Background: an optimization exercise with open tools, aiming at small area, a short achievable clock period and few clock cycles. Do not read the settings as production practice. RTL that was checked went through simulation tests only; none was proved equivalent to the original. Power and IR drop assume default switching activity.

indigo:
==> flow/design.v (excerpt) <==
module rate_monotonic_task_picker #(
  parameter int MAX_TASKS = rmtp_pkg::MaxTasksDef
) (
  input  logic                          clk_i,
  input  logic                          rst_ni,
  input  logic                          in_valid_i,
  output logic                          in_stall_o,
  input  logic [92:0]                   in_data_i,
  output logic                          out_valid_o,
  input  logic                          out_stall_i,
  output logic [4:0]                    out_data_o,
  input  logic                          cfg_we_i,
  input  logic [0:0]                    cfg_idx_i,
  input  logic [4:0]                    cfg_wdata_i
);
  rmtp_pkg::in_item_t  in_item;
  rmtp_pkg::out_item_t out_item;
  logic                take;
  assign in_item    = rmtp_pkg::in_item_t'(in_data_i);
  assign out_data_o = out_item;
  rmtp_ctrl u_ctrl (
    .clk_i       (clk_i),
    .rst_ni      (rst_ni),
    .in_valid_i  (in_valid_i),
    .in_opcode_i (in_item.opcode),
    .in_stall_o  (in_stall_o),
    .take_o      (take),
    .out_stall_i (out_stall_i),
    .out_valid_o (out_valid_o)
  );
  rmtp_dpath u_dpath (
    .clk_i       (clk_i),
    .rst_ni      (rst_ni),
    .take_i      (take),
    .in_data_i   (in_item),
    .out_data_o  (out_item),
    .cfg_we_i    (cfg_we_i),
    .cfg_idx_i   (cfg_idx_i),
    .cfg_wdata_i (cfg_wdata_i)
  );
endmodule
For scale: roughly 9500 cells after synthesis, ~1700 flip-flops, roughly 110 I/O pins, about 0.098 mm2 of cells after synthesis.
==> flow/config.mk <==
export PLATFORM = sky130hd
export DESIGN_NAME = rate_monotonic_task_picker
export DESIGN_NICKNAME = rate_monotonic_task_picker
export VERILOG_FILES = /design/flow/design.v
export SDC_FILE = /design/flow/constraint.sdc
export NUM_CORES = 4
export LEC_CHECK = 0
export ABC_CLOCK_PERIOD_IN_PS = 5000
export CAP_MARGIN = 20
export CORE_MARGIN = 2
export CORE_UTILIZATION = 40
export PLACE_DENSITY = 0.6
export SLEW_MARGIN = 20
==> flow/constraint.sdc <==
create_clock -name core_clock -period 10.0 [get_ports {clk_i}]
set_input_delay 2.0000 -clock core_clock [delete_from_list [all_inputs] [get_ports {clk_i}]]
set_output_delay 2.0000 -clock core_clock [all_outputs]
set_load 0.01 [all_outputs]
run.sh (not shown) runs the stock make flow with config.mk's settings and CLKGATE_MAP_FILE= SYNTH_SCRIPT=/design/flow/synth_recipe.tcl, a recipe that flattens the netlist after the stock synthesis.
[inputs] cedar vs indigo
Settings: SETUP_SLACK_MARGIN newly set to 4.5.
==> run notes <==
Routed wire length: indigo and cedar compared, lower one is indigo
From cedar to indigo, number of max-cap violations did not move at all.
Proportion of power drawn by combinational gates: cedar > indigo
cedar consumes more power than indigo does.
Comparing clock skew for indigo and cedar, the smaller number came from indigo.
Summary of the comparison: global-route usage is higher in cedar, relative to indigo.
Function was not checked in any run of this note: the RTL went through the layout flow alone.

---

rate_monotonic_task_picker, a different RTL version from the one above (not shown whole).
Size: about 1800 flip-flops, roughly 110 I/O pins, about 97000 um2 of cells after synthesis.
==> flow/config.mk <==
export PLATFORM = sky130hd
export DESIGN_NAME = rate_monotonic_task_picker
export DESIGN_NICKNAME = rate_monotonic_task_picker
export VERILOG_FILES = /design/flow/design.v
export SDC_FILE = /design/flow/constraint.sdc
export NUM_CORES = 4
export LEC_CHECK = 0
export CAP_MARGIN = 20
export CELL_PAD_IN_SITES_DETAIL_PLACEMENT = 1
export CELL_PAD_IN_SITES_GLOBAL_PLACEMENT = 1
export CORE_MARGIN = 2
export CORE_UTILIZATION = 45
export CTS_CLUSTER_DIAMETER = 70
export CTS_CLUSTER_SIZE = 25
export PLACE_DENSITY = 0.62
export SETUP_SLACK_MARGIN = 5
export SLEW_MARGIN = 20
export TNS_END_PERCENT = 20
==> flow/constraint.sdc <==
create_clock -name core_clock -period 10.0 [get_ports {clk_i}]
set_input_delay 2.0000 -clock core_clock [delete_from_list [all_inputs] [get_ports {clk_i}]]
set_output_delay 2.0000 -clock core_clock [all_outputs]
set_load 0.01 [all_outputs]
standard.sh (not shown) runs the stock make flow with config.mk's settings and CLKGATE_MAP_FILE= SYNTH_SCRIPT=/design/flow/synth_recipe.tcl, a recipe that flattens the netlist after the stock synthesis.
==> flow/flow/run.sh <==
#!/bin/bash
# The standard layout (standard.sh), with two changes to how it is made:
# timing repair may resize a cell to one of another footprint, and the port
# buffers are buf_4 cells.
set -euo pipefail
bash standard.sh MATCH_CELL_FOOTPRINT=0 "BUFFER_PORTS_ARGS=-buffer_cell sky130_fd_sc_hd__buf_4" finish > standard.log 2>&1
The starting point ran to the end with no violations.
Testbench counts at the start, summed over its fixed seeds: cycles 8,596.
Change:
==> flow/run.sh (new file) <==
#!/bin/bash
# synth_recipe.tcl (not shown) runs the flow's synth.tcl, then flattens the netlist and writes it again
# the make line also repeats each setting of config.mk as NAME=value (left out here)
make -C /OpenROAD-flow-scripts/flow DESIGN_CONFIG=/design/flow/config.mk WORK_HOME=/design/flow/orfs CLKGATE_MAP_FILE= SYNTH_SCRIPT=/design/flow/synth_recipe.tcl finish
==> flow/config.mk (replaced) <==
export PLATFORM = sky130hd
export DESIGN_NAME = rate_monotonic_task_picker
export DESIGN_NICKNAME = rate_monotonic_task_picker
export VERILOG_FILES = /design/flow/design.v
export SDC_FILE = /design/flow/constraint.sdc
export NUM_CORES = 4
export LEC_CHECK = 0
export CAP_MARGIN = 20
export CORE_MARGIN = 2
export CORE_UTILIZATION = 45
export CTS_CLUSTER_DIAMETER = 80
export CTS_CLUSTER_SIZE = 30
export PLACE_DENSITY = 0.62
export SETUP_SLACK_MARGIN = 4.5
export SLEW_MARGIN = 20
export TNS_END_PERCENT = 10
removed: flow/flow/run.sh
removed: flow/standard.sh
Outcome:
- The changed run finished with timing, DRC and antenna clean
- total power shrinks by 3.0%
- clock-buffer cell count shrinks by 43
- setup slack degrades by 0.27 ns
- fmax shrinks by 4.5%
- non-clock buffer count shrinks by 34
Change:
==> flow/flow/run.sh (new file) <==
#!/bin/bash
# The standard layout (standard.sh), with two changes to how it is made:
# timing repair may resize a cell to one of another footprint, and the port
# buffers are buf_4 cells.
set -euo pipefail
bash standard.sh MATCH_CELL_FOOTPRINT=0 "BUFFER_PORTS_ARGS=-buffer_cell sky130_fd_sc_hd__buf_4" finish > standard.log 2>&1
==> flow/standard.sh (new file) <==
#!/bin/bash
# synth_recipe.tcl (not shown) runs the flow's synth.tcl, then flattens the netlist and writes it again
# the make line also repeats each setting of config.mk as NAME=value (left out here)
make -C /OpenROAD-flow-scripts/flow DESIGN_CONFIG=/design/flow/config.mk WORK_HOME=/design/flow/orfs CLKGATE_MAP_FILE= SYNTH_SCRIPT=/design/flow/synth_recipe.tcl "${@:-finish}"
--- a/flow/config.mk
+++ b/flow/config.mk
@@ -7,8 +7,10 @@
 export LEC_CHECK = 0
 export CAP_MARGIN = 20
+export CELL_PAD_IN_SITES_DETAIL_PLACEMENT = 1
+export CELL_PAD_IN_SITES_GLOBAL_PLACEMENT = 1
 export CORE_MARGIN = 2
 export CORE_UTILIZATION = 45
-export CTS_CLUSTER_DIAMETER = 80
-export CTS_CLUSTER_SIZE = 30
+export CTS_CLUSTER_DIAMETER = 60
+export CTS_CLUSTER_SIZE = 20
 export PLACE_DENSITY = 0.62
 export SETUP_SLACK_MARGIN = 4.5
removed: flow/run.sh
=> First-iteration DRC count drops by 13%. Setup slack improved by 0.10 ns. Global-route usage climbs by 2.4 points. Sequential power barely changes. Wire length climbs by 5.1%. Via count barely changes.
Change:
==> flow/config.mk (replaced) <==
export PLATFORM = sky130hd
export DESIGN_NAME = rate_monotonic_task_picker
export DESIGN_NICKNAME = rate_monotonic_task_picker
export VERILOG_FILES = /design/flow/design.v
export SDC_FILE = /design/flow/constraint.sdc
export NUM_CORES = 4
export LEC_CHECK = 0
export CAP_MARGIN = 20
export CORE_MARGIN = 2
export CORE_UTILIZATION = 40
export CTS_CLUSTER_DIAMETER = 70
export CTS_CLUSTER_SIZE = 25
export PLACE_DENSITY = 0.6
export SETUP_SLACK_MARGIN = 5
export SLEW_MARGIN = 20
export TNS_END_PERCENT = 5
Outcome: Wire length is lower by 2.5%. Cell count went up by 3.1%. Count of clock-buffer cells in the layout fell by 39. Global-route usage came out lower by 5.8 points. Via count climbs by about 0.3%. Non-clock buffer count increases by 76. Sequential share of layout area goes down by 0.38 points. Total power drops by about 4.7%. Setup slack is better by 0.35 ns. Worst hold slack barely changes.

separate check: timing with driven ports:
The results above use ideal ports. As a check the final layouts listed here were re-extracted and re-timed, cells and wires unchanged. Step 1, drivers: a clkbuf_16 drives clk_i and a buf_2 each remaining input, both assumed. Step 2, shift: input delay + t, output delay - t, t = (earliest + latest rising clock arrival at the registers) / 2. This alone moves slack from input paths to output paths. Slacks: ideal ports / drivers / drivers and shift; pairs: ideal ports / drivers.
| run | shift t [ns] | setup WS [ns] | worst setup path at the end | slew at the worst register clock pin (ns) |
|---|---|---|---|---|
| indigo | 0.984 | 0.885 / 0.928 / -0.056 | input to register | 0.07 / 0.07 |
| cedar | 0.970 | 2.556 / 2.320 / 1.350 | input to register | 0.07 / 0.07 |
| the first run of note 2 | 0.931 | 4.247 / 4.035 / 3.104 | input to register | 0.11 / 0.11 |
| the second run of note 2 | 0.929 | 3.978 / 3.842 / 2.913 | input to register | 0.12 / 0.12 |
| the third run of note 2 | 0.945 | 4.080 / 3.828 / 2.884 | input to register | 0.09 / 0.09 |
| the fourth run of note 2 | 0.954 | 4.426 / 4.165 / 3.212 | input to register | 0.10 / 0.10 |
Met with ideal ports but missed after step 2: setup timing in indigo. For the fourth run of note 2, which loses most, drivers alone change the setup slack by -0.261 ns; drivers and shift together by -1.214 ns.
